From an optimization exercise on the open Yosys and OpenROAD flow, aimed at small area, a short achievable clock period and few clock cycles per item; shortcuts taken in it are not production practice. Where RTL was checked, it was by simulation tests only, not by an equivalence proof against the original. No functional check of the RTL was part of runs 3 to 5. No activity file was given, so power comes from the tool's default toggle rates.

--- config.mk ---
export PLATFORM = sky130hd
export DESIGN_NAME = keyed_status_table
export DESIGN_NICKNAME = keyed_status_table
export VERILOG_FILES = /design/flow/design.v
export SDC_FILE = /design/flow/constraint.sdc
export NUM_CORES = 4
export LEC_CHECK = 0
export CAP_MARGIN = 20
export CORE_MARGIN = 2
export CORE_UTILIZATION = 40
export CTS_CLUSTER_DIAMETER = 80
export CTS_CLUSTER_SIZE = 25
export SETUP_SLACK_MARGIN = 1.8
export SLEW_MARGIN = 20
--- constraint.sdc ---
create_clock -name core_clock -period 4.0 [get_ports {clk}]
set_input_delay 0.8000 -clock core_clock [delete_from_list [all_inputs] [get_ports {clk}]]
set_output_delay 0.8000 -clock core_clock [all_outputs]
set_load 0.01 [all_outputs]
--- design.v ---
package kst_pkg;
	localparam int ENTRIES  = 16;
	localparam int KEY_BITS = 64;
	localparam int IDX_W    = $clog2(ENTRIES);
	localparam int CNT_W    = $clog2(ENTRIES + 1);
	typedef enum logic {
		FUNC_SET    = 1'b0,
		FUNC_LOOKUP = 1'b1
	} func_t;
	typedef enum logic [1:0] {
		RC_OK        = 2'd0,
		RC_FULL      = 2'd1,
		RC_NOT_FOUND = 2'd2
	} code_t;
	typedef struct packed {
		logic [KEY_BITS-1:0] key;
		logic [31:0]         addr;
		logic [15:0]         port;
		logic                flag;
	} entry_t;
endpackage
module keyed_status_table (
	input  logic           clk,
	input  logic           arst_n,
	input  logic           req_valid,
	output logic           req_ready,
	input  logic           req_func,
	input  logic [63:0]    req_key,
	input  logic           req_online,
	input  logic [31:0]    req_ip_addr,
	input  logic [15:0]    req_port_num,
	output logic           rsp_valid,
	input  logic           rsp_ready,
	output logic [1:0]     rsp_result_code,
	output logic [31:0]    rsp_found_ip,
	output logic [15:0]    rsp_found_port,
	output logic           rsp_found_online
);
	localparam int N  = kst_pkg::ENTRIES;
	localparam int KW = kst_pkg::KEY_BITS;
	localparam int RW = 32 + 16 + 1;           
	logic              a_vld;
	logic              a_func;
	logic [KW-1:0]     a_key;
	logic [RW-1:0]     a_rec;
	logic              b_vld;
	logic              b_func;
	logic [KW-1:0]     b_key;
	logic [RW-1:0]     b_rec;
	logic [N-1:0]      b_hv;                    
	logic              b_hit;
	logic [N-1:0]      v_q;
	logic [KW-1:0]     k_q [N];
	logic [RW-1:0]     d_q [N];
	logic              o_vld, s_vld;
	logic [1:0]        o_code, s_code;
	logic [RW-1:0]     o_rec, s_rec;
	logic              rdy_q;
	logic [N-1:0]      a_hv;
	logic              a_fwd;
	logic              full;
	logic              b_set;
	logic              b_ins;
	logic              b_block;
	logic              b_move;
	logic              a_move;
	logic              push;
	logic              o_load;
	logic [1:0]        new_code;
	logic [RW-1:0]     new_rec;
	logic              a_vld_n, b_vld_n, b_set_n, s_vld_n, full_n;
	always_comb begin
		for (int p = 0; p < N; p++)
			a_hv[(p + 1) % N] = v_q[p] && (k_q[p] == a_key);
		a_fwd = b_ins && (b_key == a_key);
		a_hv[0] = a_hv[0] || a_fwd;
	end
	assign b_hit   = |b_hv;
	assign full    = &v_q;
	assign b_set   = b_vld && (b_func == kst_pkg::FUNC_SET);
	assign b_ins   = b_set && !b_hit && !v_q[N-1];
	assign b_block = b_set && !b_hit && !full && v_q[N-1];
	assign b_move  = !b_block && (!s_vld || rsp_ready);
	assign a_move  = !b_vld || b_move;
	assign push    = b_vld && b_move;
	assign o_load  = !o_vld || rsp_ready;
	always_comb begin
		new_rec = '0;
		for (int p = 0; p < N; p++)
			new_rec = new_rec | (d_q[p] & {RW{b_hv[p]}});
		if (b_func == kst_pkg::FUNC_SET)
			new_rec = '0;
		if (b_func == kst_pkg::FUNC_LOOKUP)
			new_code = b_hit ? kst_pkg::RC_OK : kst_pkg::RC_NOT_FOUND;
		else
			new_code = (!b_hit && full) ? kst_pkg::RC_FULL : kst_pkg::RC_OK;
	end
	always_ff @(posedge clk or negedge arst_n) begin
		if (!arst_n)
			a_vld <= 1'b0;
		else if (!a_vld || a_move)
			a_vld <= req_valid && req_ready;
	end
	always_ff @(posedge clk) begin
		if (!a_vld || a_move) begin
			a_func <= req_func;
			a_key  <= req_key;
			a_rec  <= {req_ip_addr, req_port_num, req_online};
		end
	end
	always_ff @(posedge clk or negedge arst_n) begin
		if (!arst_n)
			b_vld <= 1'b0;
		else if (a_move)
			b_vld <= a_vld;
	end
	always_ff @(posedge clk) begin
		if (a_move) begin
			b_func <= a_func;
			b_key  <= a_key;
			b_rec  <= a_rec;
			b_hv   <= a_hv;
		end else begin
			b_hv   <= {b_hv[N-2:0], b_hv[N-1]} | {{(N-1){1'b0}}, b_ins};
		end
	end
	always_ff @(posedge clk or negedge arst_n) begin
		if (!arst_n)
			v_q <= '0;
		else
			v_q <= {v_q[N-2:0], v_q[N-1] || b_ins};
	end
	always_ff @(posedge clk) begin
		k_q[0] <= v_q[N-1] ? k_q[N-1] : b_key;
		d_q[0] <= (!v_q[N-1] || (b_set && b_hv[N-1])) ? b_rec : d_q[N-1];
		for (int p = 1; p < N; p++) begin
			k_q[p] <= k_q[p-1];
			d_q[p] <= (b_set && b_hv[p-1]) ? b_rec : d_q[p-1];
		end
	end
	always_ff @(posedge clk or negedge arst_n) begin
		if (!arst_n) begin
			o_vld <= 1'b0;
			s_vld <= 1'b0;
		end else begin
			o_vld <= o_load ? (s_vld || push) : 1'b1;
			s_vld <= s_vld_n;
		end
	end
	always_ff @(posedge clk) begin
		if (o_load) begin
			o_code <= s_vld ? s_code : new_code;
			o_rec  <= s_vld ? s_rec : new_rec;
		end
		if (push && (s_vld || !o_load)) begin
			s_code <= new_code;
			s_rec  <= new_rec;
		end
	end
	assign a_vld_n = (!a_vld || a_move) ? (req_valid && req_ready) : a_vld;
	assign b_vld_n = a_move ? a_vld : b_vld;
	assign b_set_n = a_move ? (a_vld && (a_func == kst_pkg::FUNC_SET)) : b_set;
	assign s_vld_n = o_load ? (s_vld && push) : (s_vld || push);
	assign full_n  = &{v_q[N-2:0], v_q[N-1] || b_ins};
	always_ff @(posedge clk or negedge arst_n) begin
		if (!arst_n)
			rdy_q <= 1'b1;
		else
			rdy_q <= !a_vld_n || !b_vld_n || (!s_vld_n && !(b_set_n && !full_n && v_q[N-2]));
	end
	assign req_ready        = rdy_q;
	assign rsp_valid        = o_vld;
	assign rsp_result_code  = o_code;
	assign rsp_found_ip     = o_rec[RW-1:17];
	assign rsp_found_port   = o_rec[16:1];
	assign rsp_found_online = o_rec[0];
endmodule
--- run.sh ---
#!/bin/bash
# synth_recipe.tcl (not shown) runs the flow's synth.tcl, then flattens the netlist and writes it again
# the make line also repeats each setting of config.mk as NAME=value (left out here)
make -C /OpenROAD-flow-scripts/flow DESIGN_CONFIG=/design/flow/config.mk WORK_HOME=/design/flow/orfs CLKGATE_MAP_FILE= SYNTH_SCRIPT=/design/flow/synth_recipe.tcl finish
==> results.yml, run 1 <==
run_status:
  status: "timing/DRC/antenna clean"
final_layout:
  layout_commonest_cell: "dfxtp_1"
  mostFrequentLayoutCells: "dfxtp_1 (1808), mux2_2 (860), xor2_1 (421)"
  areaGrowthSynthToFinish_pct: 18.0
  fillers: 16673
  drive_above_1_share: 0.286
  layout.nets: 6144
synthesis:
  synth_edf_count: 330
  synthFlopType: "dfxtp_1"
  syn-num-nets: 5812
  async_reset_ff_frac: 0.00966
  synth-seq-cells: 2175
  ys_seq_area_frac: 0.623
  yosys_warnings: 3
  netlist_area_mm2: 0.0753
  syn_avg_cell_area_um2: 13.2
  syn_inst: 5694
  ys_types: 59
place:
  hpwl_um: 202000
  gp_congestion: 1.03
  io_buffers: 170
route:
  wl_met3_um: 27800
  drc: 0
  post_drt_wl_per_cell_um: 36.2
  firstDrtPassIters: 8
  wl_met1_um: 122000
  routed_wl_um: 312000
  route.met2.wl_um: 138000
  vias: 51080
  ant_nets: 0
  highest_layer: "met5"
  drtIter0Drc: 6698
  viasPerCell: 5.93
timing:
  slew_violations: 0
  fmax_mhz: 395
  rsz0062_at_grt: "true"
  finalHoldViolCount: 0
  finalSetupViolCount: 0
  fin_skew_ns: 0.0522
  finalSetupTns_ns: 0
  fin_crit_sh: 0.633
  hold_ws_ns: 0.346
  worstMarginPinSlew_ns: 1.18
  maxSlewHeadroom: 0.214
  min_period_ns: 2.53
setup_path:
  r2r_slack_ns: 1.47
  reg2reg_depth: 7
  critical_path_required_ns: 4.71
  start_kind: "flip-flop"
  crit_path_end_kind: "flip-flop"
  timing.rr.start: "a_key[16]$_DFFE_PN_"
  worstSetupPathType: "flip-flop to flip-flop"
  worst_r2r_endpoint: "b_hv[13]$_DFF_P_"
  worstPathMaxFanout: 3
  arrival_ns: 3.24
hold_path:
  hold_path_end: "k_q[15][20]$_DFF_P_"
  worstHoldPathType: "flip-flop to flip-flop"
  min_from: "k_q[14][20]$_DFF_P_"
  worstHoldPathCells: 0
pwr:
  powerDensity_mw_per_mm2: 904
  peakVddDrop_mv: 0.478
  power_mw: 80.4
  power_leakage_nw: 34.1
die:
  die_h_um: 438
  ios: 171
  die_w_um: 438
  die_area_mm2: 0.192
  initial_core_util: 0.402
  row_count: 159
  core_area_mm2: 0.187
cts:
  insertion_delay_ns: 0.81
  numCtsBuffers: 108
  cts_root_buf: "clkbuf_16"
  tritoncts: "built"
  clk_pin_slew_ns: 0.10
  cts_buffer_depth: 3
  htreeDepth: 3
  cts.sinks: 2175
global_route:
  antenna_found_initial: 18
  grtUsageTotal: 0.311
  grt_first_pass_wirelength_um: 413000
  grt_overflow_total: 0
  grt_max_degree: 66
  grt_pass1_vias: 49801
flow_run:
  cap_violations: 0
-- Yosys cell counts (3+ instances only) --
master,count,area [um^2]
nor3_1,15,75.1
nand3_1,118,591
a221oi_1,120,1050
o2bb2ai_1,38,333
o2111ai_1,20,175
dfxtp_1,1824,36500
o22ai_1,79,494
mux2_1,40,450
and2_1,3,18.8
nand2_1,44,165
or3_1,3,18.8
o21ai_0,10,50.1
buf_1,54,203
a21oi_1,6,30.0
a222oi_1,7,70.1
nand4_1,134,838
a2bb2oi_1,3,26.3
o21ai_1,9,45.0
or4_1,12,90.1
a22o_1,146,1280
mux2_2,861,9700
and4_1,4,35.0
inv_2,26,97.6
xnor2_1,387,3390
o221ai_1,7,61.3
clkbuf_1,258,968
nor2_1,22,82.6
o31ai_1,6,45.0
a2111oi_0,12,105
xor2_1,421,3690
dfrtp_1,20,500
buf_2,68,340
nor4_1,152,951
o21a_1,50,375
inv_1,85,319
a22oi_1,206,1550
nand2b_1,53,332
edfxtp_1,330,9910
nor2b_1,12,75.1
o211ai_1,4,30.0
-- per-stage QoR --
stage                util  instances  setup slack (ns)  cell area (um^2)
finish              0.474       8612              1.47             88900
global route        0.474       8606              1.49             88900
CTS                 0.465       8545              1.56             87200
detailed placement  0.429       8160             0.647             80400
global placement    0.429       8160             0.608             80400
floorplan               -       5694             0.842             75400
-- routing by layer --
metal	vias to the layer above	GRT usage
li1	21218	-
met1	25809	0.397
met2	3075	0.484
met3	966	0.0640
met4	12	0.189
met5	-	0
-- registers in the layout, summed over array words and instances (netlist names) --
signal	flops
a_func	1
a_key	64
a_rec	49
a_vld	1
b_func	1
b_hv	16
b_key	64
b_rec	49
b_vld	1
d_q	784
k_q	1024
o_code	2
o_rec	49
o_vld	1
rdy_q	1
s_code	2
s_rec	49
s_vld	1
v_q	16
-- repair_timing --
| item | CTS | global route |
|---|---|---|
| cloned | 21 | 17 |
| setup endpoints to repair | 1002 | 415 |
| buffers inserted | 169 | 44 |
| pin swaps | 38 | 63 |
| hold buffers | 0 | 0 |
| gates resized for setup | 494 | 190 |
-- area by class of cell --
type	count	area (um^2)	share of cell area
clock buffer	158	3010	0.0339
multi-input combinational	3028	27800	0.313
timing repair buffer	601	6830	0.0769
inverter	112	582	0.00655
antenna	6	15.0	0.000169
tap	2495	3120	0.0351
sequential	2175	47000	0.529
clock inverter	37	450	0.00507
-- power by group --
group          total, mW  switching (mW)  internal [mW]
clock network       13.1            7.62           5.52
logic               23.3            12.1           11.2
registers           44.0            10.6           33.4
total               80.4            30.3           50.1
-- critical path: stages (launching register included) --
cell	delay (ns)
edfxtp_1	0.52
buf_4	0.22
xnor2_2	0.29
nand4_1	0.26
nor4_1	0.34
nand2_1	0.14
or4_1	0.54
o21ai_1	0.12
-- kinds of logic after synthesis --
family          Yosys count  share of synthesized area
xor+xnor                808                     0.0940
compound gates          733                     0.0773
fa+ha+maj                 1                   0.000133
buf+inv                 494                     0.0259
mux                     901                      0.135
flops                  2175                      0.623
simple gates            582                     0.0445
-- how the worst max path moves through the flow --
stage                              startpoint                   to  slack [ns]  depth (start not counted)
after CTS                 a_key[57]$_DFFE_PN_      b_hv[6]$_DFF_P_        1.56                          6
after global routing         b_hv[14]$_DFF_P_  b_key[47]$_DFFE_PN_        1.49                         12
after floorplan                     rsp_ready  s_code[0]$_DFFE_PP_        0.84                          5
final                     a_key[16]$_DFFE_PN_     b_hv[13]$_DFF_P_        1.47                          7
after global placement    a_key[48]$_DFFE_PN_      b_hv[6]$_DFF_P_        0.61                          6
after detailed placement  a_key[48]$_DFFE_PN_      b_hv[6]$_DFF_P_        0.65                          6
Testbench counts, summed over its fixed seeds: cycles 8,287, requests 8,000.
==> run 2, diff against run 1 <==
--- a/config.mk
+++ b/config.mk
@@ -11,4 +11,4 @@
 export CTS_CLUSTER_DIAMETER = 80
 export CTS_CLUSTER_SIZE = 25
-export SETUP_SLACK_MARGIN = 1.8
+export SETUP_SLACK_MARGIN = 2.3
 export SLEW_MARGIN = 20
==> run 2 against run 1 <==
Effect of this change: utilization is 4.8 points higher; routed wire length is 13% higher; count of clock-buffer cells in the layout is 2 higher; critical endpoint is now b_hv[3]$_DFF_P_; highest routed layer unchanged; sequential share of layout area is 4.8 points lower; register-to-register slack better by 0.10 ns; largest power group unchanged; via count is 7.5% higher; critical path depth is 1 lower; synthesized area stayed put; final cell count is 4.4% higher.
==> results.yml, run 2 <==
run_status:
  status: "timing/DRC/antenna clean"
die:
  die_h_um: 438
  core_area_mm2: 0.187
  die_area_mm2: 0.192
  die_w_um: 438
  initial_core_util: 0.402
  ios: 171
  row_count: 159
timing:
  fmax_mhz: 412
  fin_crit_sh: 0.607
  min_period_ns: 2.43
  finalSetupTns_ns: 0
  fin_ws_ns: 1.57
  slew_violations: 0
  finalSetupViolCount: 0
  rsz0062_at_grt: "true"
  finalHoldViolCount: 0
  hold_ws_ns: 0.353
  fin_skew_ns: 0.0492
  worstMarginPinSlew_ns: 0.728
  maxSlewHeadroom: 0.514
synthesis:
  yosys_warnings: 3
  synth_edf_count: 330
  ys_seq_area_frac: 0.623
  ys_top_cells_by_area: "dfxtp_1 (48%), edfxtp_1 (13%), mux2_2 (13%)"
  synthFlopType: "dfxtp_1"
  yosys-top-cells-count: "dfxtp_1 (1824), mux2_2 (861), xor2_1 (421)"
  synth-seq-cells: 2175
  syn-num-nets: 5812
  synth.most_common_cell: "dfxtp_1"
  netlist_area_mm2: 0.0753
  async_reset_ff_frac: 0.00966
  syn_inst: 5694
  syn_avg_cell_area_um2: 13.2
  ys_types: 59
  synth_top_cell_by_area: "dfxtp_1"
  synth_top_area_share: 0.485
route:
  routed_wl_um: 351000
  post_drt_wl_per_cell_um: 39.1
  viasPerCell: 6.11
  firstDrtPassIters: 7
  vias: 54925
  ant_nets: 0
  drtIter0Drc: 7946
  drc: 0
global_route:
  antenna_found_initial: 26
  grt_overflow_total: 0
  grt_pass1_vias: 53399
  grt_first_pass_wirelength_um: 461000
  grt_max_degree: 67
  grtUsageTotal: 0.351
setup_path:
  critPathBufInv: 1
  cp_num_cells: 6
  startpoint: "a_key[12]$_DFFE_PN_"
  reg2reg_depth: 6
  worst_r2r_endpoint: "b_hv[3]$_DFF_P_"
  endpoint: "b_hv[3]$_DFF_P_"
  critical_path_required_ns: 4.73
  crit_path_end_kind: "flip-flop"
  arrival_ns: 3.16
  worstPathMaxFanout: 4
  start_kind: "flip-flop"
  cp_cell_sequence: "buf_4 -> xor2_1 -> nor4_1 -> nand4_1 -> or4_4 -> o31ai_2"
  slowest_stage: "edfxtp_1"
  timing.rr.start: "a_key[12]$_DFFE_PN_"
  worstSetupPathType: "flip-flop to flip-flop"
  worst_path_largest_cell_delay_ns: 0.55
  r2r_slack_ns: 1.57
  critPathTopFamily: "simple AND/OR/NAND/NOR gates"
final_layout:
  drive_above_1_share: 0.356
  fillers: 15451
  areaGrowthSynthToFinish_pct: 29.8
  multi_input_area_mm2: 0.0293
  layout_commonest_cell: "dfxtp_1"
  reg_top3: "k_q: 1024 flops, d_q: 784 flops"
  layout.nets: 6513
  regMostFlops: "k_q"
  largest_register_ffs: 1024
  mostFrequentLayoutCells: "dfxtp_1 (1808), mux2_2 (822), xor2_1 (418)"
  final-seq-area_mm2: 0.0470
cts:
  htreeDepth: 3
  cts.sinks: 2175
  numCtsBuffers: 107
  insertion_delay_ns: 0.83
  cts_buffer_depth: 3
  clk_pin_slew_ns: 0.11
  cts_root_buf: "clkbuf_16"
  cts_hold_buf: 0
  tritoncts: "built"
pwr:
  peakVddDrop_mv: 0.420
  powerDensity_mw_per_mm2: 846
  power_leakage_nw: 38.2
place:
  io_buffers: 170
  hpwl_um: 195000
  gp_congestion: 1.02
  place_ws_ns: 0.617
flow_run:
  cap_violations: 0
hold_path:
  worstHoldPathType: "input port to asynchronous set/reset pin"
-- run 2: logic make-up (layout without fill, tap and decap cells) --
family	after synthesis	after routing	synth area share
DFF	2175	2175	0.623
muxes	901	901	0.135
xor gates and xnor gates	808	808	0.0940
AOI/OAI and AO/OA	733	733	0.0773
and+or+nand+nor	582	590	0.0445
buffers and inverters	494	1275	0.0259
adders and majority gates	1	1	0.000133
other	0	9	0
-- run 2: layer usage --
layer | vias up | global-route usage | wire, um
met1 | 27326 | 0.431 | 127000
met4 | 20 | 0.268 | 35000
met2 | 4056 | 0.526 | 149000
met3 | 1472 | 0.0915 | 39900
li1 | 22051 | - | -
met5 | - | 0 | 125
-- run 2: stage by stage --
stage	cells	power, mW	util	area, um^2
4_1_cts	8880	79.8	0.509	95400
3_3_place_gp	8140	61.6	0.429	80400
2_1_floorplan	5694	51.2	-	76300
3_5_place_dp	8140	61.6	0.429	80400
5_1_grt	8980	84.6	0.522	97800
6_report	8987	82.7	0.522	97800
-- run 2: worst min-delay path by stage --
stage                          endpoint  slack, ns  cells past startpoint
finish                v_q[14]$_DFF_PN0_       0.35                      1
global placement     k_q[5][21]$_DFF_P_       0.34                      0
global route          v_q[14]$_DFF_PN0_       0.35                      1
detailed placement   k_q[5][21]$_DFF_P_       0.34                      0
floorplan           k_q[10][13]$_DFF_P_       0.33                      0
CTS                   v_q[14]$_DFF_PN0_       0.32                      1
-- run 2: repair_timing --
action	in CTS	in global routing
setup endpoints to repair	1350	1226
cloned	156	13
pin swaps	200	131
gates resized for setup	1106	260
buffers inserted	387	85
-- run 2: layout make-up --
| type | count | share of cell area |
|---|---|---|
| timing repair inverter | 14 | 0.00264 |
| clock inverter | 37 | 0.00398 |
| clock buffer | 160 | 0.0315 |
| sequential | 2175 | 0.481 |
| multi-input combinational | 3033 | 0.299 |
| antenna | 9 | 0.000230 |
| timing repair buffer | 952 | 0.143 |
| inverter | 112 | 0.00609 |
| tap | 2495 | 0.0319 |
-- run 2: where the power goes --
group | switching, mW | total (mW) | internal [mW]
registers | 11.0 | 44.3 | 33.4
logic | 12.7 | 25.1 | 12.5
clock network | 7.67 | 13.3 | 5.62
-- run 2: worst reg2reg max path: stages (launching register included) --
cell,delay [ns]
edfxtp_1,0.55
buf_4,0.28
xor2_1,0.19
nor4_1,0.43
nand4_1,0.20
or4_4,0.53
o31ai_2,0.19
==> run 3, diff against run 2 <==
--- a/design.v
+++ b/design.v
@@ -59,4 +59,5 @@
 	logic [N-1:0]      a_hv;
 	logic              a_fwd;
+	logic              a_hit;
 	logic              full;
 	logic              b_set;
@@ -75,6 +76,6 @@
 		a_fwd = b_ins && (b_key == a_key);
 		a_hv[0] = a_hv[0] || a_fwd;
+		a_hit = |a_hv;
 	end
-	assign b_hit   = |b_hv;
 	assign full    = &v_q;
 	assign b_set   = b_vld && (b_func == kst_pkg::FUNC_SET);
@@ -121,6 +122,8 @@
 			b_rec  <= a_rec;
 			b_hv   <= a_hv;
+			b_hit  <= a_hit;
 		end else begin
 			b_hv   <= {b_hv[N-2:0], b_hv[N-1]} | {{(N-1){1'b0}}, b_ins};
+			b_hit  <= b_hit || b_ins;
 		end
 	end
--- a/config.mk
+++ b/config.mk
@@ -9,6 +9,4 @@
 export CORE_MARGIN = 2
 export CORE_UTILIZATION = 40
-export CTS_CLUSTER_DIAMETER = 80
-export CTS_CLUSTER_SIZE = 25
-export SETUP_SLACK_MARGIN = 2.3
+export SETUP_SLACK_MARGIN = 1.5
 export SLEW_MARGIN = 20
==> run 3 against run 2 <==
Effect of this change: still clean on timing, DRC and antenna; sequential power shrank 8.6%; clock skew grew 0.030 ns; synthesized area is 0.20% lower; routed wire length shrank 15%; non-clock buffer count decreased by 426; final area decreased by 7.2%; count of clock-buffer cells in the layout up 171; worst hold slack lost 0.061 ns; critical endpoint is now b_hit$_DFF_P_; largest power group unchanged.
==> results.yml, run 3 <==
cts:
  insertion_delay_ns: 0.90
  clk_pin_slew_ns: 0.07
  tritoncts: "built"
  numCtsBuffers: 218
  htreeDepth: 4
  cts_buffer_depth: 3
  cts.sinks: 2176
  cts_root_buf: "clkbuf_16"
setup_path:
  reg2reg_depth: 11
  start_kind: "flip-flop"
  slowest_stage: "edfxtp_1"
  crit_path_end_kind: "flip-flop"
  critical_path_required_ns: 4.80
  arrival_ns: 3.56
  worstPathMaxFanout: 6
  cp_cell_sequence: "buf_4 -> xnor2_1 -> nand4_1 -> nor4_1 -> nand2_1 -> nor4_4 -> buf_4 -> nor2_1 -> buf_4 -> nor4b_2 -> a31oi_1"
  worst_path_largest_cell_delay_ns: 0.53
  timing.critical_path.mode_cell: "buf_4"
  worstSetupPathType: "flip-flop to flip-flop"
route:
  firstDrtPassIters: 6
  viasPerCell: 5.87
  drc: 0
  post_drt_wl_per_cell_um: 34.1
  drtIter0Drc: 6626
  vias: 51393
  ant_nets: 0
  routed_wl_um: 298000
global_route:
  grt_first_pass_wirelength_um: 403000
  grt_pass1_vias: 50590
  grt_max_degree: 51
  grt_overflow_total: 0
  grtUsageTotal: 0.300
  antenna_found_initial: 13
timing:
  hold_ws_ns: 0.292
  finalSetupTns_ns: 0
  min_period_ns: 2.76
  finalHoldViolCount: 0
  maxSlewHeadroom: 0.327
  rsz0062_at_grt: "true"
  fin_ws_ns: 1.24
  worstMarginPinSlew_ns: 1.01
  slew_violations: 0
  finalSetupViolCount: 0
  fin_crit_sh: 0.690
  fin_skew_ns: 0.0788
  fmax_mhz: 363
die:
  die_h_um: 437
  row_count: 159
  die_area_mm2: 0.191
  ios: 171
  core_area_mm2: 0.187
  initial_core_util: 0.401
  die_w_um: 437
final_layout:
  mostFrequentLayoutCells: "dfxtp_1 (1809), mux2_2 (902), xor2_1 (425)"
  regMostFlops: "k_q"
  final_util: 0.485
  layout_commonest_cell: "dfxtp_1"
  areaGrowthSynthToFinish_pct: 20.8
  layout.nets: 6173
  reg_top3: "k_q: 1024 flops, d_q: 784 flops"
  drive_above_1_share: 0.282
  largest_register_ffs: 1024
place:
  io_buffers: 170
  place_ws_ns: 0.412
  gp_congestion: 1.01
  hpwl_um: 193000
synthesis:
  yosys-top-cells-count: "dfxtp_1 (1825), mux2_2 (902), xor2_1 (427)"
  synth_top_cell_by_area: "dfxtp_1"
  synth_edf_count: 330
  ys_top_cells_by_area: "dfxtp_1 (49%), mux2_2 (14%), edfxtp_1 (13%)"
  syn-num-nets: 5794
  synth.most_common_cell: "dfxtp_1"
  synth_top_area_share: 0.486
  synthFlopType: "dfxtp_1"
  syn_avg_cell_area_um2: 13.2
  async_reset_ff_frac: 0.00965
  ys_seq_area_frac: 0.625
  synth-seq-cells: 2176
  netlist_area_mm2: 0.0752
  yosys_warnings: 3
  syn_inst: 5676
  ys_types: 53
pwr:
  power_leakage_nw: 35.4
  p_sw_mw: 25.8
  pwr-share-comb: 0.207
  powerDensity_mw_per_mm2: 857
  p_int_mw: 52.1
  swShare: 0.331
  seqPwrFrac: 0.520
  p_clk_frac: 0.274
  peakVddDrop_mv: 0.462
flow_run:
  cap_violations: 0
run_status:
  status: "timing/DRC/antenna clean"
hold_path:
  worstHoldPathType: "input port to asynchronous set/reset pin"
==> run 3: cell types whose count changed in the layout (fill, tap and decap cells not counted), moves of 40 or more <==
cell,previous run,this run
mux2_4,73,0
nor4_1,70,111
buf_2,45,4
clkbuf_16,121,232
buf_6,149,43
buf_16,170,12
buf_8,49,9
a221oi_2,81,2
buf_12,167,52
dlygate4sd2_1,0,48
mux2_2,822,902
a22oi_1,168,249
a221oi_1,38,104
==> run 3: final cells by class <==
cell class	count	area, um^2
antenna	9	22.5
clock buffer	331	6560
clock inverter	80	967
fill	16471	96400
inverter	119	523
multi-input combinational	3011	27000
sequential	2176	47000
tap	2495	3120
timing repair buffer	526	5500
timing repair inverter	3	28.8
==> run 3: kinds of logic (layout without fill, tap and decap cells) <==
| logic type | Yosys count | count (layout) | synth area share |
|---|---|---|---|
| other | 0 | 9 | 0 |
| muxes | 902 | 902 | 0.135 |
| DFF | 2176 | 2176 | 0.625 |
| and+or+nand+nor | 573 | 575 | 0.0431 |
| xor gates and xnor gates | 819 | 819 | 0.0954 |
| buffers and inverters | 491 | 1059 | 0.0265 |
| AOI/OAI and AO/OA | 715 | 715 | 0.0748 |
==> run 3: critical path: cells and delay by family (launching register included) <==
family,cells,cell delay (ns)
flip-flops,1,0.53
AO/OA/AOI/OAI,1,0.12
buffers and inverters,3,0.59
AND/OR/NAND/NOR,6,1.11
XOR/XNOR,1,0.31
==> run 3: through the flow <==
step	cell area [um^2]	std cells	total power [mW]
2_1_floorplan	75200	5676	45.9
3_3_place_gp	80700	8177	54.5
3_5_place_dp	80700	8177	54.5
4_1_cts	89200	8655	76.3
5_1_grt	90800	8741	80.0
6_report	90800	8750	77.8
==> run 3: repair_timing <==
| action | 4_1_cts | 5_1_grt |
|---|---|---|
| gates resized for setup | 159 | 129 |
| hold buffers | 0 | 0 |
| endpoints found under the setup margin | 987 | 216 |
| cloned | 9 | 6 |
| buffers inserted | 58 | 80 |
| pin swaps | 18 | 51 |
==> run 3: per-layer routing <==
metal  share of wire  global-route usage  vias to the layer above  wire length (um)
met5        0.000084             0.00202                        -                25
met4           0.059               0.160                        4             17700
met3            0.11              0.0761                      897             31300
met2            0.43               0.443                     3331            127000
met1            0.41               0.404                    25823            122000
li1                -                   -                    21338                 -
==> run 3: power groups by stage <==
stage / clock (mW) / sequential (mW) / combinational [mW]
2_1_floorplan: 0 / 35.9 / 10.1
3_3_place_gp: 0 / 40.4 / 14.1
3_5_place_dp: 0 / 40.4 / 14.2
4_1_cts: 21.4 / 40.0 / 14.9
5_1_grt: 22.3 / 40.9 / 16.8
6_report: 21.3 / 40.5 / 16.1
==> run 3: final timing paths <==
kind / startpoint / slack [ns] / endpoint
min in group core_clock: k_q[1][35]$_DFF_P_ / 0.34 / k_q[2][35]$_DFF_P_
max in group asynchronous: arst_n / 3.32 / rdy_q$_DFF_PN1_
hold / removal: arst_n / 0.29 / v_q[12]$_DFF_PN0_
setup reg to reg: a_key[26]$_DFFE_PN_ / 1.24 / b_hit$_DFF_P_
setup / recovery: a_key[26]$_DFFE_PN_ / 1.24 / b_hit$_DFF_P_
hold reg to reg: k_q[1][35]$_DFF_P_ / 0.34 / k_q[2][35]$_DFF_P_
==> run 4, diff against run 3 <==
--- a/config.mk
+++ b/config.mk
@@ -6,7 +6,8 @@
 export NUM_CORES = 4
 export LEC_CHECK = 0
+export ABC_CLOCK_PERIOD_IN_PS = 2500
 export CAP_MARGIN = 20
 export CORE_MARGIN = 2
-export CORE_UTILIZATION = 40
+export CORE_UTILIZATION = 55
 export SETUP_SLACK_MARGIN = 1.5
 export SLEW_MARGIN = 20
==> run 4 against run 3 <==
Effect of this change: utilization up 18 points; final cell count down 7.9%; worst hold slack better by 0.055 ns; maximum frequency down 2.1%; register-to-register slack worse by 0.06 ns; routed wire length up 2.2%; non-clock buffer count up 38; critical path depth unchanged; synthesized cell count unchanged; final area down 0.72%; critical endpoint unchanged.
==> results.yml, run 4 <==
global_route:
  met1_usage: 0.507
  met2_usage: 0.658
  grt_overflow_total: 0
  grt_util_met3: 0.101
  globalRoute.busiestLayer: "met2"
  grt_pass1_vias: 50842
  grtUsageTotal: 0.426
  grt_first_pass_wirelength_um: 411000
  grt_max_degree: 65
  antenna_found_initial: 11
die:
  initial_core_util: 0.555
  die_area_mm2: 0.140
  ios: 171
  die_w_um: 374
  die_h_um: 374
  row_count: 135
  core_area_mm2: 0.135
final_layout:
  final_util: 0.665
  reg_top3: "k_q: 1024 flops, d_q: 784 flops"
  regMostFlops: "k_q"
  mostFrequentLayoutCells: "dfxtp_1 (1809), mux2_2 (901), xor2_1 (423)"
  layout_commonest_cell: "dfxtp_1"
  final_cells: 8055
  multi_input_area_mm2: 0.0272
  fin_area_mm2: 0.0901
  areaGrowthSynthToFinish_pct: 19.9
  largest_register_ffs: 1024
  fillers: 9940
  final-seq-area_mm2: 0.0470
  drive_above_1_share: 0.290
  layout.nets: 6200
setup_path:
  critical_path_required_ns: 4.77
  cp_cell_sequence: "buf_6 -> buf_4 -> xnor2_1 -> nand4_1 -> nor4_1 -> nand2_1 -> nor4_2 -> buf_4 -> nor2_1 -> nor4b_4 -> a31oi_1"
  crit_path_end_kind: "flip-flop"
  arrival_ns: 3.58
  worst_path_largest_cell_delay_ns: 0.38
  timing.rr.start: "a_key[18]$_DFFE_PN_"
  worst_r2r_endpoint: "b_hit$_DFF_P_"
  worstPathMaxFanout: 14
  worstSetupPathType: "flip-flop to flip-flop"
  r2r_slack_ns: 1.18
  start_kind: "flip-flop"
  critPathTopFamily: "simple AND/OR/NAND/NOR gates"
  timing.critical_path.mode_cell: "buf_4"
  reg2reg_depth: 11
  critPathBufInv: 3
  slowest_stage: "buf_6"
cts:
  cts_buffer_depth: 3
  clk_pin_slew_ns: 0.07
  htreeDepth: 4
  cts.sinks: 2176
  cts_root_buf: "clkbuf_16"
  tritoncts: "built"
  insertion_delay_ns: 0.86
  numCtsBuffers: 209
route:
  viasPerCell: 6.44
  firstDrtPassIters: 9
  drtIter0Drc: 5970
  ant_nets: 0
  vias: 51864
  drc: 0
  routed_wl_um: 305000
  post_drt_wl_per_cell_um: 37.9
timing:
  hold_ws_ns: 0.347
  fin_crit_sh: 0.705
  finalSetupTns_ns: 0
  maxSlewHeadroom: 0.207
  min_period_ns: 2.82
  finalHoldViolCount: 0
  finalSetupViolCount: 0
  fin_skew_ns: 0.0287
  fmax_mhz: 355
  worstMarginPinSlew_ns: 1.19
  slew_violations: 0
  rsz0062_at_grt: "true"
synthesis:
  netlist_area_mm2: 0.0752
  ys_seq_area_frac: 0.625
  synthFlopType: "dfxtp_1"
  yosys-top-cells-count: "dfxtp_1 (1825), mux2_2 (902), xor2_1 (427)"
  syn_avg_cell_area_um2: 13.2
  syn_inst: 5676
  synth.most_common_cell: "dfxtp_1"
  synth-seq-cells: 2176
  synth_top_area_share: 0.486
  synth_top_cell_by_area: "dfxtp_1"
  syn-num-nets: 5794
  ys_types: 53
  yosys_warnings: 3
  synth_edf_count: 330
  async_reset_ff_frac: 0.00965
  ys_top_cells_by_area: "dfxtp_1 (49%), mux2_2 (14%), edfxtp_1 (13%)"
place:
  dp.cells: 7445
  gp_congestion: 1.03
  placed_area_mm2: 0.0794
  io_buffers: 170
  hpwl_um: 193000
pwr:
  power_leakage_nw: 35.5
  peakVddDrop_mv: 0.637
  powerDensity_mw_per_mm2: 858
flow_run:
  cap_violations: 0
hold_path:
  worstHoldPathCells: 0
  hold_path_end: "k_q[10][43]$_DFF_P_"
  worstHoldPathType: "flip-flop to flip-flop"
  min_from: "k_q[9][43]$_DFF_P_"
run_status:
  status: "timing/DRC/antenna clean"
-- run 4: cells by family after synthesis --
family / after synthesis / synth area share
buffers and inverters: 491 / 0.0265
and+or+nand+nor: 573 / 0.0431
AOI/OAI and AO/OA: 715 / 0.0748
xor gates and xnor gates: 819 / 0.0954
muxes: 902 / 0.135
DFF: 2176 / 0.625
-- run 4: metal layers --
metal,wire [um],vias to the layer above
li1,-,21368
met1,111000,25807
met2,135000,3414
met3,28200,1271
met4,30700,4
met5,27,-
-- run 4: final cells by class --
cell class	count	area share
Antenna cell	10	0.000278
Clock buffer	318	0.0697
Clock inverter	75	0.00805
Inverter	119	0.00630
Multi-Input combinational cell	3011	0.302
Sequential cell	2176	0.522
Tap cell	1781	0.0247
Timing Repair Buffer	564	0.0666
Timing Repair inverter	1	0.0000694
-- run 4: report_power, final --
part | total, mW | internal (mW) | switching, mW
Clock | 20.1 | 11.5 | 8.58
Combinational | 16.4 | 8.30 | 8.12
Sequential | 40.8 | 31.7 | 9.04
Total | 77.3 | 51.6 | 25.7
-- run 4: per-stage QoR --
stage          total power [mW]  worst slack [ns]
2_1_floorplan              45.9              1.51
3_3_place_gp               54.5             0.384
3_5_place_dp               54.5             0.444
4_1_cts                    75.7              1.29
5_1_grt                    79.3              1.22
6_report                   77.3              1.18
-- run 4: how the worst max path moves through the flow --
stage | cells past startpoint | slack [ns] | to | startpoint
2_1_floorplan | 6 | 1.51 | b_func$_DFFE_PN_ | rsp_ready
3_3_place_gp | 10 | 0.38 | b_hit$_DFF_P_ | a_key[6]$_DFFE_PN_
3_5_place_dp | 8 | 0.44 | b_hit$_DFF_P_ | a_key[13]$_DFFE_PN_
4_1_cts | 7 | 1.29 | b_hit$_DFF_P_ | a_key[31]$_DFFE_PN_
5_1_grt | 11 | 1.22 | b_hit$_DFF_P_ | a_key[57]$_DFFE_PN_
6_report | 11 | 1.18 | b_hit$_DFF_P_ | a_key[18]$_DFFE_PN_
-- run 4: timing repair --
action / 4_1_cts / 5_1_grt
resized for setup: 226 / 179
buffers inserted: 103 / 90
pin swaps: 28 / 71
hold buffers: 1 / 0
setup endpoints to repair: 846 / 324
cloned: 12 / 1
hold endpoints to repair: 15 / 0
==> run 5, diff against run 4 <==
==> design.v (replaced) <==
package kst_pkg;
	localparam int ENTRIES  = 16;
	localparam int KEY_BITS = 64;
	localparam int IDX_W    = $clog2(ENTRIES);
	localparam int CNT_W    = $clog2(ENTRIES + 1);
	typedef enum logic {
		FUNC_SET    = 1'b0,
		FUNC_LOOKUP = 1'b1
	} func_t;
	typedef enum logic [1:0] {
		RC_OK        = 2'd0,
		RC_FULL      = 2'd1,
		RC_NOT_FOUND = 2'd2
	} code_t;
	typedef struct packed {
		logic [KEY_BITS-1:0] key;
		logic [31:0]         addr;
		logic [15:0]         port;
		logic                flag;
	} entry_t;
endpackage
module keyed_status_table (
	input  logic           clk,
	input  logic           arst_n,
	input  logic           req_valid,
	output logic           req_ready,
	input  logic           req_func,
	input  logic [63:0]    req_key,
	input  logic           req_online,
	input  logic [31:0]    req_ip_addr,
	input  logic [15:0]    req_port_num,
	output logic           rsp_valid,
	input  logic           rsp_ready,
	output logic [1:0]     rsp_result_code,
	output logic [31:0]    rsp_found_ip,
	output logic [15:0]    rsp_found_port,
	output logic           rsp_found_online
);
	localparam int N  = kst_pkg::ENTRIES;
	localparam int KW = kst_pkg::KEY_BITS;
	localparam int RW = 32 + 16 + 1;           
	logic              r_vld;
	logic              r_func;
	logic [KW-1:0]     r_key;
	logic [RW-1:0]     r_rec;
	logic [N-1:0]      v_q;
	logic [KW-1:0]     k_q [N];
	logic [RW-1:0]     d_q [N];
	logic              o_vld, s_vld;
	logic [1:0]        o_code, s_code;
	logic [RW-1:0]     o_rec, s_rec;
	logic [N-1:0]      hit;
	logic              any_hit;
	logic              full;
	logic              is_set;
	logic              may_block;
	logic              done;
	logic              ins;
	logic [1:0]        new_code;
	logic [RW-1:0]     new_rec;
	logic              o_load;
	always_comb begin
		for (int p = 0; p < N; p++)
			hit[p] = v_q[p] && (k_q[p] == r_key);
	end
	assign any_hit   = |hit;
	assign full      = &v_q;
	assign is_set    = r_vld && (r_func == kst_pkg::FUNC_SET);
	assign may_block = is_set && !full && v_q[N-1];
	assign done      = r_vld && !may_block && (!s_vld || rsp_ready);
	assign ins       = is_set && !any_hit && !full && !v_q[N-1];
	assign req_ready = !r_vld || (!may_block && !s_vld);
	always_comb begin
		new_rec = '0;
		for (int p = 0; p < N; p++)
			new_rec = new_rec | (d_q[p] & {RW{hit[p]}});
		if (r_func == kst_pkg::FUNC_SET)
			new_rec = '0;
		if (r_func == kst_pkg::FUNC_LOOKUP)
			new_code = any_hit ? kst_pkg::RC_OK : kst_pkg::RC_NOT_FOUND;
		else
			new_code = (!any_hit && full) ? kst_pkg::RC_FULL : kst_pkg::RC_OK;
	end
	always_ff @(posedge clk or negedge arst_n) begin
		if (!arst_n)
			r_vld <= 1'b0;
		else if (!r_vld || done)
			r_vld <= req_valid && req_ready;
	end
	always_ff @(posedge clk) begin
		if (!r_vld || done) begin
			r_func <= req_func;
			r_key  <= req_key;
			r_rec  <= {req_ip_addr, req_port_num, req_online};
		end
	end
	always_ff @(posedge clk or negedge arst_n) begin
		if (!arst_n)
			v_q <= '0;
		else
			v_q <= {v_q[N-2:0], v_q[N-1] || ins};
	end
	always_ff @(posedge clk) begin
		k_q[0] <= v_q[N-1] ? k_q[N-1] : r_key;
		d_q[0] <= (!v_q[N-1] || (is_set && hit[N-1])) ? r_rec : d_q[N-1];
		for (int p = 1; p < N; p++) begin
			k_q[p] <= k_q[p-1];
			d_q[p] <= (is_set && hit[p-1]) ? r_rec : d_q[p-1];
		end
	end
	assign o_load = !o_vld || rsp_ready;
	always_ff @(posedge clk or negedge arst_n) begin
		if (!arst_n) begin
			o_vld <= 1'b0;
			s_vld <= 1'b0;
		end else begin
			if (o_load) begin
				o_vld <= s_vld || done;
				s_vld <= s_vld && done;
			end else if (done) begin
				s_vld <= 1'b1;
			end
		end
	end
	always_ff @(posedge clk) begin
		if (o_load) begin
			o_code <= s_vld ? s_code : new_code;
			o_rec  <= s_vld ? s_rec : new_rec;
		end
		if (done && (s_vld || !o_load)) begin
			s_code <= new_code;
			s_rec  <= new_rec;
		end
	end
	assign rsp_valid        = o_vld;
	assign rsp_result_code  = o_code;
	assign rsp_found_ip     = o_rec[RW-1:17];
	assign rsp_found_port   = o_rec[16:1];
	assign rsp_found_online = o_rec[0];
endmodule
--- a/config.mk
+++ b/config.mk
@@ -6,8 +6,6 @@
 export NUM_CORES = 4
 export LEC_CHECK = 0
-export ABC_CLOCK_PERIOD_IN_PS = 2500
 export CAP_MARGIN = 20
 export CORE_MARGIN = 2
-export CORE_UTILIZATION = 55
-export SETUP_SLACK_MARGIN = 1.5
+export CORE_UTILIZATION = 40
 export SLEW_MARGIN = 20
==> run 5 against run 4 <==
Effect of this change: now fails the layout checks on setup timing; final cell count rose by 22%; die area rose by 40%; sequential cell count fell by 133; combinational power fell by 3%; utilization fell by 18 points; register-to-register slack got worse by 1.3 ns; power fell by 9.5%; clock skew rose by 0.032 ns.
==> results.yml, run 5 <==
final_layout:
  drive_above_1_share: 0.229
  mostFrequentLayoutCells: "dfxtp_1 (1808), mux2_2 (761), xnor2_1 (538)"
  layout_commonest_cell: "dfxtp_1"
  layout.nets: 7232
  regMostFlops: "k_q"
  largest_register_ffs: 1024
  final_util: 0.486
  areaGrowthSynthToFinish_pct: 20.6
  reg_top3: "k_q: 1024 flops, d_q: 784 flops, r_key: 64 flops"
  fillers: 17049
  fin_area_mm2: 0.0925
hold_path:
  worstHoldPathType: "input port to asynchronous set/reset pin"
cts:
  htreeDepth: 4
  cts_root_buf: "clkbuf_16"
  tritoncts: "built"
  insertion_delay_ns: 0.91
  cts.sinks: 2043
  numCtsBuffers: 212
  cts_buffer_depth: 3
  clk_pin_slew_ns: 0.06
global_route:
  grtUsageTotal: 0.363
  antenna_found_initial: 27
  grt_overflow_total: 0
  globalRoute.busiestLayer: "met2"
  met2_usage: 0.548
  grt_max_degree: 120
  met1_usage: 0.463
  grt_first_pass_wirelength_um: 491000
  grt_pass1_vias: 58598
  grt_util_met3: 0.0907
run_status:
  status: "finished with violations"
  so_faults: "setup timing"
die:
  die_w_um: 442
  row_count: 160
  ios: 171
  core_area_mm2: 0.190
  die_h_um: 442
  die_area_mm2: 0.195
  initial_core_util: 0.403
synthesis:
  synth.most_common_cell: "dfxtp_1"
  synth_edf_count: 216
  yosys_warnings: 3
  ys_top_cells_by_area: "dfxtp_1 (47%), mux2_2 (11%), edfxtp_1 (8.5%)"
  syn_avg_cell_area_um2: 11.3
  netlist_area_mm2: 0.0767
  syn_inst: 6794
  yosys-top-cells-count: "dfxtp_1 (1808), mux2_2 (761), xnor2_1 (539)"
  async_reset_ff_frac: 0.00930
  ys_types: 62
  synth_top_area_share: 0.472
  syn-num-nets: 6912
  ys_seq_area_frac: 0.563
  synth-seq-cells: 2043
  synth_top_cell_by_area: "dfxtp_1"
  synthFlopType: "dfxtp_1"
setup_path:
  start_kind: "flip-flop"
  worst_r2r_endpoint: "d_q[9][5]$_DFF_P_"
  worstPathMaxFanout: 13
  r2r_slack_ns: -0.08
  timing.rr.start: "r_key[5]$_DFFE_PP_"
  arrival_ns: 4.84
  startpoint: "r_key[5]$_DFFE_PP_"
  worstSetupPathType: "flip-flop to flip-flop"
  crit_path_end_kind: "flip-flop"
  critical_path_required_ns: 4.76
  reg2reg_depth: 11
route:
  vias: 60572
  post_drt_wl_per_cell_um: 37.2
  drc: 0
  ant_nets: 0
  routed_wl_um: 366000
  drtIter0Drc: 8753
  firstDrtPassIters: 14
  viasPerCell: 6.16
place:
  placed_area_mm2: 0.0848
  io_buffers: 170
  hpwl_um: 256000
  gp_congestion: 1.01
timing:
  min_period_ns: 4.08
  finalSetupViolCount: 41
  finalSetupTns_ns: -2.17
  maxSlewHeadroom: 0.272
  fin_crit_sh: 1.02
  slew_violations: 0
  rsz0062_at_grt: "false"
  fmax_mhz: 245
  hold_ws_ns: 0.304
  finalHoldViolCount: 0
  fin_ws_ns: -0.0829
  fin_skew_ns: 0.0611
  worstMarginPinSlew_ns: 1.08
pwr:
  power_leakage_nw: 33.7
  peakVddDrop_mv: 0.401
  powerDensity_mw_per_mm2: 756
flow_run:
  cap_violations: 0
run 5: cell count changes in the layout (fill, tap and decap cells not counted), sizes merged, moves of 105 or more:
cell	previous run	this run
nand2	76	471
buf	393	499
xor2	427	204
nor3	26	425
nand2b	20	177
a22oi	249	7
edfxtp	330	216
xnor2	392	539
nand3	91	209
mux2	902	797
run 5: stage by stage:
stage	power (mW)	cells	setup WS, ns
floorplan	38.7	6794	0.109
global placement	48.4	9391	-0.0908
detailed placement	48.5	9391	-0.0656
CTS	69.1	9793	0.00335
global route	71.4	9813	0.0101
finish	69.9	9832	-0.0829
run 5: final cells by class:
| class | count | area (um^2) | share of cell area |
|---|---|---|---|
| antenna | 20 | 50.0 | 0.000541 |
| inverter | 100 | 379 | 0.00410 |
| clock buffer | 322 | 6420 | 0.0694 |
| tap | 2511 | 3140 | 0.0340 |
| multi-input combinational | 4088 | 30900 | 0.334 |
| timing repair buffer | 669 | 7490 | 0.0811 |
| clock inverter | 79 | 938 | 0.0101 |
| sequential | 2043 | 43200 | 0.467 |
run 5: worst max-delay path, cell delays in order, from the launching register on:
cell       delay (ns)
edfxtp_1         0.70
buf_4            0.31
nand2b_1         0.13
o2111ai_1        0.13
nor4_1           0.49
buf_4            0.20
nand4_1          0.15
buf_12           0.21
nor3b_1          0.56
and2_4           0.46
buf_12           0.22
mux2_2           0.36
run 5: how the worst max path moves through the flow:
| stage | to | slack [ns] | cells past startpoint |
|---|---|---|---|
| after global placement | d_q[1][14]$_DFF_P_ | -0.09 | 10 |
| after floorplan | s_code[0]$_DFFE_PP_ | 0.11 | 5 |
| after global routing | d_q[15][42]$_DFF_P_ | 0.01 | 10 |
| final | d_q[9][5]$_DFF_P_ | -0.08 | 11 |
| after detailed placement | d_q[1][17]$_DFF_P_ | -0.07 | 10 |
| after CTS | req_ready | 0.003 | 8 |
run 5: where the power goes:
group / switching, mW / internal (mW)
combinational: 9.40 / 6.50
sequential: 6.14 / 27.1
clock: 8.79 / 12.1
run 5: layer usage:
metal / up-vias / part of all wire
li1: 24980 / -
met1: 30035 / 0.39
met2: 4428 / 0.43
met3: 1123 / 0.11
met4: 6 / 0.075
met5: - / 0.00011
run 5: cells by family after synthesis:
group                     after synthesis  synth area share
buffers and inverters                 663            0.0378
muxes                                 797             0.117
xor gates and xnor gates              743            0.0849
DFF                                  2043             0.563
AOI/OAI and AO/OA                     527            0.0555
and+or+nand+nor                      2021             0.142
run 5: timing repair:
action / CTS / global route
resized for setup: 8 / 5
setup endpoints to repair: 50 / 128
hold endpoints to repair: 0 / 0
pin swaps: 2 / 2
hold buffers: 0 / 0
buffers inserted: 1 / 19

separate check: timing with driven ports:
The flow's constraints put no driver on any port. The routed layouts listed below were extracted and timed again, unchanged, in two steps.
Step 1: set_driving_cell puts a clkbuf_16 on clk and a buf_2 on each other input, an assumption about the parent block.
Step 2 adds t to the input delays and takes it off the output delays; t is the mean of the earliest and latest rising clock arrival at the registers after step 1. Input paths then give back, and output paths get back, about the clock's delay inside the block.
Three values: no drivers, after step 1, after step 2; two values: the first two.
| run | t (ns) | setup WS [ns] | clock arrival spread, ns | slew at the worst register clock pin (ns) |
|---|---|---|---|---|
| run 1 | 0.868 | 1.467 / 1.467 / 0.954 | 0.060 / 0.060 | 0.11 / 0.11 |
| run 2 | 0.889 | 1.572 / 1.572 / 1.046 | 0.052 / 0.052 | 0.11 / 0.11 |
| run 3 | 0.956 | 1.242 / 1.242 / 1.049 | 0.081 / 0.081 | 0.07 / 0.07 |
| run 4 | 0.926 | 1.182 / 1.182 / 0.958 | 0.039 / 0.038 | 0.07 / 0.07 |
| run 5 | 0.968 | -0.083 / -0.083 / -0.083 | 0.061 / 0.061 | 0.07 / 0.07 |
For run 2, which loses most, drivers alone change the setup slack by 0.000 ns; drivers and shift together by -0.526 ns.
